Context: an optimization exercise on an open-source flow, tuned for small area. The choices shown serve that exercise and are no tape-out recipe. Where RTL was checked, it was by simulation tests only, not by an equivalence proof against the original.

## v21
Design anc_top, start of the top module:
module anc_top
(
    input  logic        clk,
    input  logic        rstn,
    input  logic        head_flag,
    input  anc_pkg::sample_t reff,
    input  anc_pkg::sample_t primary_a,
    input  anc_pkg::sample_t primary_b,
    output anc_pkg::sample_t dout,
    output logic        frame_done
);
    logic start, filter_en, update_en, out_load;
    logic [2:0] ptr;
    logic signed [13:0] x;
    logic signed [13:0] err_a;
    logic signed [13:0] err_b;
    logic wv;
    logic [6:0] neg, one, two;
    for (genvar j = 0; j < 7; j++)
    begin : booth
        logic b2, b1, b0;
        assign b2     = x[2*j+1];
        assign b1     = x[2*j];
        assign b0     = (j == 0) ? 1'b0 : x[2*j-1];
        assign neg[j] = b2 & ~(b1 & b0);
        assign one[j] = b1 ^ b0;
        assign two[j] = (b2 & ~b1 & ~b0) | (~b2 & b1 & b0);
    end
    frame_sequencer seq_i (
        .clk       (clk),
        .rstn      (rstn),
        .head_flag (head_flag),
        .start     (start),
  ...
==> module frame_sequencer, before the edit <==
module frame_sequencer
(
    input  logic       clk,
    input  logic       rstn,
    input  logic       head_flag,
    output logic       start,
    output logic       filter_en,
    output logic       update_en,
    output logic       out_load
);
    logic [4:0] s;
    assign start     = (s == 5'd0) && head_flag;
    logic       filt_q;
    logic       upd_q;
    assign filter_en = filt_q;
    assign update_en = upd_q;
    always_ff @(posedge clk or negedge rstn)
    begin
        if (!rstn)
        begin
            filt_q <= 1'b0;
            upd_q  <= 1'b0;
        end
        else
        begin
            filt_q <= start || ((s >= 5'd1) && (s <= 5'd7));    
            upd_q  <= (s >= 5'd9) && (s <= 5'd16);      
        end
    end
    assign out_load  = (s == 5'd10);
    always_ff @(posedge clk or negedge rstn)
    begin
        if (!rstn)
            s <= 5'd0;
        else if (s == 5'd0)
        begin
            if (head_flag)
                s <= 5'd1;
        end
        else if (s == 5'd18)
        begin
            if (!head_flag)
                s <= 5'd0;
        end
        else
            s <= s + 5'd1;
    end
endmodule
==> module ref_delay_line, before the edit <==
module ref_delay_line
(
    input  logic               clk,
    input  logic               rstn,
    input  logic               start,
    input  logic signed [13:0] reff,
    input  logic [2:0]         ptr,
    output logic signed [13:0] x,
    output logic               wv
);
    logic signed [13:0] ring [8];
    logic signed [13:0] xin;
    logic [2:0]         g;
    logic [3:0]         nf;
    logic               ins;
    assign ins = (ptr == ~g);
    always_ff @(posedge clk)
    begin
        ring[0] <= ins ? xin : ring[7];
        for (int i = 1; i < 8; i++)
            ring[i] <= ring[i-1];
    end
    always_ff @(posedge clk)
    begin
        if (start)
        begin
            xin <= reff;
            g   <= g + 3'd1;
        end
    end
    always_ff @(posedge clk or negedge rstn)
    begin
        if (!rstn)
            nf <= 4'd0;
        else if (start && !nf[3])
            nf <= nf + 4'd1;
    end
    assign wv = nf[3] | nf[2] | nf[1];
    always_comb
    begin
        if (!(nf[3] || (ptr < nf[2:0])))
            x = 14'sd0;
        else if (ptr == 3'd0)
            x = xin;
        else
            x = ring[g];
    end
endmodule
==> module lms_channel, before the edit <==
module lms_channel
(
    input  logic               clk,
    input  logic               start,
    input  logic               filter_en,
    input  logic               update_en,
    input  logic               wv,
    input  logic signed [13:0] primary,
    input  logic [6:0]         neg,
    input  logic [6:0]         one,
    input  logic [6:0]         two,
    output logic signed [13:0] err
);
    logic signed [15:0] w [8];
    logic signed [32:0] acc;
    logic signed [15:0] w_rd;
    logic signed [15:0] m;
    logic signed [32:0] addend;
    logic signed [32:0] t;
    logic signed [20:0] y;
    assign w_rd = wv ? w[7] : 16'sd0;
    assign y = ~acc[32:12];
    always_comb
    begin
        if (y[20:13] != {8{y[13]}})
            err = y[20] ? -14'sd8192 : 14'sd8191;
        else
            err = y[13:0];
    end
    assign m      = filter_en ? w_rd : 16'(err);
    assign addend = {acc[32:31], update_en ? w_rd : acc[30:15], update_en ? 15'd0 : acc[14:0]};
    anc_mac mac_i (
        .m   (m),
        .neg (neg),
        .one (one),
        .two (two),
        .add (addend),
        .t   (t)
    );
    always_ff @(posedge clk)
    begin
        if (start)
            acc <= {{7{~primary[13]}}, ~primary, 12'd0};
        else if (filter_en)
            acc <= t;
    end
    always_ff @(posedge clk)
    begin
        w[0] <= update_en ? t[30:15] : w[7];
        for (int i = 1; i < 8; i++)
            w[i] <= w[i-1];
    end
endmodule
==> module anc_top, before the edit <==
module anc_top
(
    input  logic        clk,
    input  logic        rstn,
    input  logic        head_flag,
    input  anc_pkg::sample_t reff,
    input  anc_pkg::sample_t primary_a,
    input  anc_pkg::sample_t primary_b,
    output anc_pkg::sample_t dout,
    output logic        frame_done
);
    logic start, filter_en, update_en, out_load;
    logic [2:0] ptr;
    logic signed [13:0] x;
    logic signed [13:0] err_a;
    logic signed [13:0] err_b;
    logic wv;
    logic [6:0] neg, one, two;
    for (genvar j = 0; j < 7; j++)
    begin : booth
        logic b2, b1, b0;
        assign b2     = x[2*j+1];
        assign b1     = x[2*j];
        assign b0     = (j == 0) ? 1'b0 : x[2*j-1];
        assign neg[j] = b2 & ~(b1 & b0);
        assign one[j] = b1 ^ b0;
        assign two[j] = (b2 & ~b1 & ~b0) | (~b2 & b1 & b0);
    end
    frame_sequencer seq_i (
        .clk       (clk),
        .rstn      (rstn),
        .head_flag (head_flag),
        .start     (start),
        .filter_en (filter_en),
        .update_en (update_en),
        .out_load  (out_load)
    );
    step_counter step_i (
        .clk (clk),
        .ptr (ptr)
    );
    ref_delay_line ref_i (
        .clk   (clk),
        .rstn  (rstn),
        .start (start),
        .reff  (reff),
        .ptr   (ptr),
        .x     (x),
        .wv    (wv)
    );
    lms_channel chan_a (
        .clk       (clk),
        .start     (start),
        .filter_en (filter_en),
        .update_en (update_en),
        .wv        (wv),
        .primary   (primary_a),
        .neg       (neg),
        .one       (one),
        .two       (two),
        .err       (err_a)
    );
    lms_channel chan_b (
        .clk       (clk),
        .start     (start),
        .filter_en (filter_en),
        .update_en (update_en),
        .wv        (wv),
        .primary   (primary_b),
        .neg       (neg),
        .one       (one),
        .two       (two),
        .err       (err_b)
    );
    always_ff @(posedge clk or negedge rstn)
    begin
        if (!rstn)
        begin
            dout       <= '0;
            frame_done <= 1'b0;
        end
        else
        begin
            frame_done <= out_load;
            if (out_load)
                dout <= err_a + err_b;
        end
    end
endmodule
export LEC_CHECK = 0
export ABC_AREA = 1
export CAP_MARGIN = 20
export CORE_MARGIN = 2
export CORE_UTILIZATION = 65
export SLEW_MARGIN = 20
create_clock -name core_clock -period 12.0 [get_ports {clk}]
standard.sh (not shown) runs the stock make flow with config.mk's settings and CLKGATE_MAP_FILE= SYNTH_SCRIPT=/design/flow/synth_recipe.tcl, a recipe that flattens the netlist after the stock synthesis.
==> flow/flow/run.sh <==
#!/bin/bash
# Layout flow: the standard synthesis and layout, with these changes.
#  1. After the standard synthesis (unchanged), flow/invopt.py chooses signal
#     polarities to save inverters: full-adder cells are self-dual, xor2/xnor2
#     and and/or-type cells have complemented twins, and half adders can be
#     rebuilt from an xor and a 2-input gate. Registers are not touched.
#  2. The layout then runs with the smallest port buffers and a coarser
#     clock tree without dummy loads (flow/layout_args.sh).
# Each step writes its full output to a log file in this folder.
set -euo pipefail
R=orfs/results/sky130hd/anc_top/base
bash standard.sh synth > synth.log 2>&1
cp $R/1_2_yosys.v 1_2_yosys_standard.v
python3 flow/invopt.py 1_2_yosys_standard.v $R/1_2_yosys.v > invopt.log 2>&1
touch $R/1_2_yosys.v
source flow/layout_args.sh
bash standard.sh "${LAYOUT_ARGS[@]}" finish > layout.log 2>&1
Other scripts of this flow, unchanged in this note and not shown: flow/flow/invopt.py, flow/flow/layout_args.sh
diff inputs: v21 => v22
diff --git a/flow/design.v b/flow/design.v
--- a/flow/design.v
+++ b/flow/design.v
@@ -26,9 +26,10 @@
     input  logic       head_flag,
     output logic       start,
     output logic       filter_en,
     output logic       update_en,
-    output logic       out_load
+    output logic       out_load,
+    output logic       last_upd
 );
     logic [4:0] s;
     assign start     = (s == 5'd0) && head_flag;
     logic       filt_q;
@@ -43,13 +44,14 @@
             upd_q  <= 1'b0;
         end
         else
         begin
-            filt_q <= start || ((s >= 5'd1) && (s <= 5'd7));    
+            filt_q <= (s >= 5'd1) && (s <= 5'd8);       
             upd_q  <= (s >= 5'd9) && (s <= 5'd16);      
         end
     end
     assign out_load  = (s == 5'd10);
+    assign last_upd  = (s == 5'd17);
     always_ff @(posedge clk or negedge rstn)
     begin
         if (!rstn)
             s <= 5'd0;
@@ -81,10 +83,9 @@
     input  logic               rstn,
     input  logic               start,
     input  logic signed [13:0] reff,
     input  logic [2:0]         ptr,
-    output logic signed [13:0] x,
-    output logic               wv
+    output logic signed [13:0] x
 );
     logic signed [13:0] ring [8];
     logic signed [13:0] xin;
     logic [2:0]         g;
@@ -111,17 +112,16 @@
             nf <= 4'd0;
         else if (start && !nf[3])
             nf <= nf + 4'd1;
     end
-    assign wv = nf[3] | nf[2] | nf[1];
-    always_comb
+    always_ff @(posedge clk)
     begin
         if (!(nf[3] || (ptr < nf[2:0])))
-            x = 14'sd0;
+            x <= 14'sd0;
         else if (ptr == 3'd0)
-            x = xin;
+            x <= xin;
         else
-            x = ring[g];
+            x <= ring[g];
     end
 endmodule
 module lms_channel
 (
@@ -142,9 +142,9 @@
     logic signed [15:0] m;
     logic signed [32:0] addend;
     logic signed [32:0] t;
     logic signed [20:0] y;
-    assign w_rd = wv ? w[7] : 16'sd0;
+    assign w_rd = wv ? w[0] : 16'sd0;
     assign y = ~acc[32:12];
     always_comb
     begin
         if (y[20:13] != {8{y[13]}})
@@ -152,9 +152,9 @@
         else
             err = y[13:0];
     end
     assign m      = filter_en ? w_rd : 16'(err);
-    assign addend = {acc[32:31], update_en ? w_rd : acc[30:15], update_en ? 15'd0 : acc[14:0]};
+    assign addend = update_en ? {2'b00, w_rd, 15'd0} : acc;
     anc_mac mac_i (
         .m   (m),
         .neg (neg),
         .one (one),
@@ -170,10 +170,11 @@
             acc <= t;
     end
     always_ff @(posedge clk)
     begin
-        w[0] <= update_en ? t[30:15] : w[7];
-        for (int i = 1; i < 8; i++)
+        w[0] <= w[7];
+        w[1] <= update_en ? t[30:15] : w[0];
+        for (int i = 2; i < 8; i++)
             w[i] <= w[i-1];
     end
 endmodule
 module anc_mac
@@ -1367,9 +1368,9 @@
     input  anc_pkg::sample_t primary_b,
     output anc_pkg::sample_t dout,
     output logic        frame_done
 );
-    logic start, filter_en, update_en, out_load;
+    logic start, filter_en, update_en, out_load, last_upd;
     logic [2:0] ptr;
     logic signed [13:0] x;
     logic signed [13:0] err_a;
     logic signed [13:0] err_b;
@@ -1391,9 +1392,10 @@
         .head_flag (head_flag),
         .start     (start),
         .filter_en (filter_en),
         .update_en (update_en),
-        .out_load  (out_load)
+        .out_load  (out_load),
+        .last_upd  (last_upd)
     );
     step_counter step_i (
         .clk (clk),
         .ptr (ptr)
@@ -1403,11 +1405,17 @@
         .rstn  (rstn),
         .start (start),
         .reff  (reff),
         .ptr   (ptr),
-        .x     (x),
-        .wv    (wv)
+        .x     (x)
     );
+    always_ff @(posedge clk or negedge rstn)
+    begin
+        if (!rstn)
+            wv <= 1'b0;
+        else if (last_upd)
+            wv <= 1'b1;
+    end
     lms_channel chan_a (
         .clk       (clk),
         .start     (start),
         .filter_en (filter_en),
Notes after the runs:
Delta (v22 minus v21): number of nets in the layout dropped 43; multi-input gate area in the final layout shows a reduction of 2.0%.
sky130_fd_sc_hd__edfxtp_1 as the highest-delay cell along the critical path was reported by v21, and sky130_fd_sc_hd__fa_1 by v22.
Looking only at synthesized cell count, and setting everything else aside, the lower value of v21 and v22 goes to v22.
On die outline height, v21 tracks v22 almost exactly.
v21 has higher cell area after synthesis than v22.
Compared with v21, in v22 met3 routing resource usage after global routing now larger, maximum frequency grew by 2.0%, worst setup slack went up 220 ps.
Function not checked in v21: the RTL went through the layout flow alone.

-- what the ideal ports hide --
No port has a modelled driver above. Below, the same layouts with a new extraction and two added sets of constraints.
Step 1 assumes that a clkbuf_16 drives the clock port and a buf_2 every other input.
Step 2 also shifts input and output timing later by t, the mid clock arrival at the registers, as if the neighbouring blocks saw the same clock.
Slacks: no drivers / after step 1 / after step 2; pairs: no drivers / after step 1.
| run | t (ns) | slack for setup (ns) | worst data-port slew with drivers (ns) | cell pins on the clock port's net |
|---|---|---|---|---|
| v21 | 0.593 | 0.453 / 0.453 / 0.453 | 0.05 | 1 |
| v22 | 0.615 | 0.676 / 0.676 / 0.676 | 0.05 | 1 |
After both steps setup and hold are still met in every run listed.
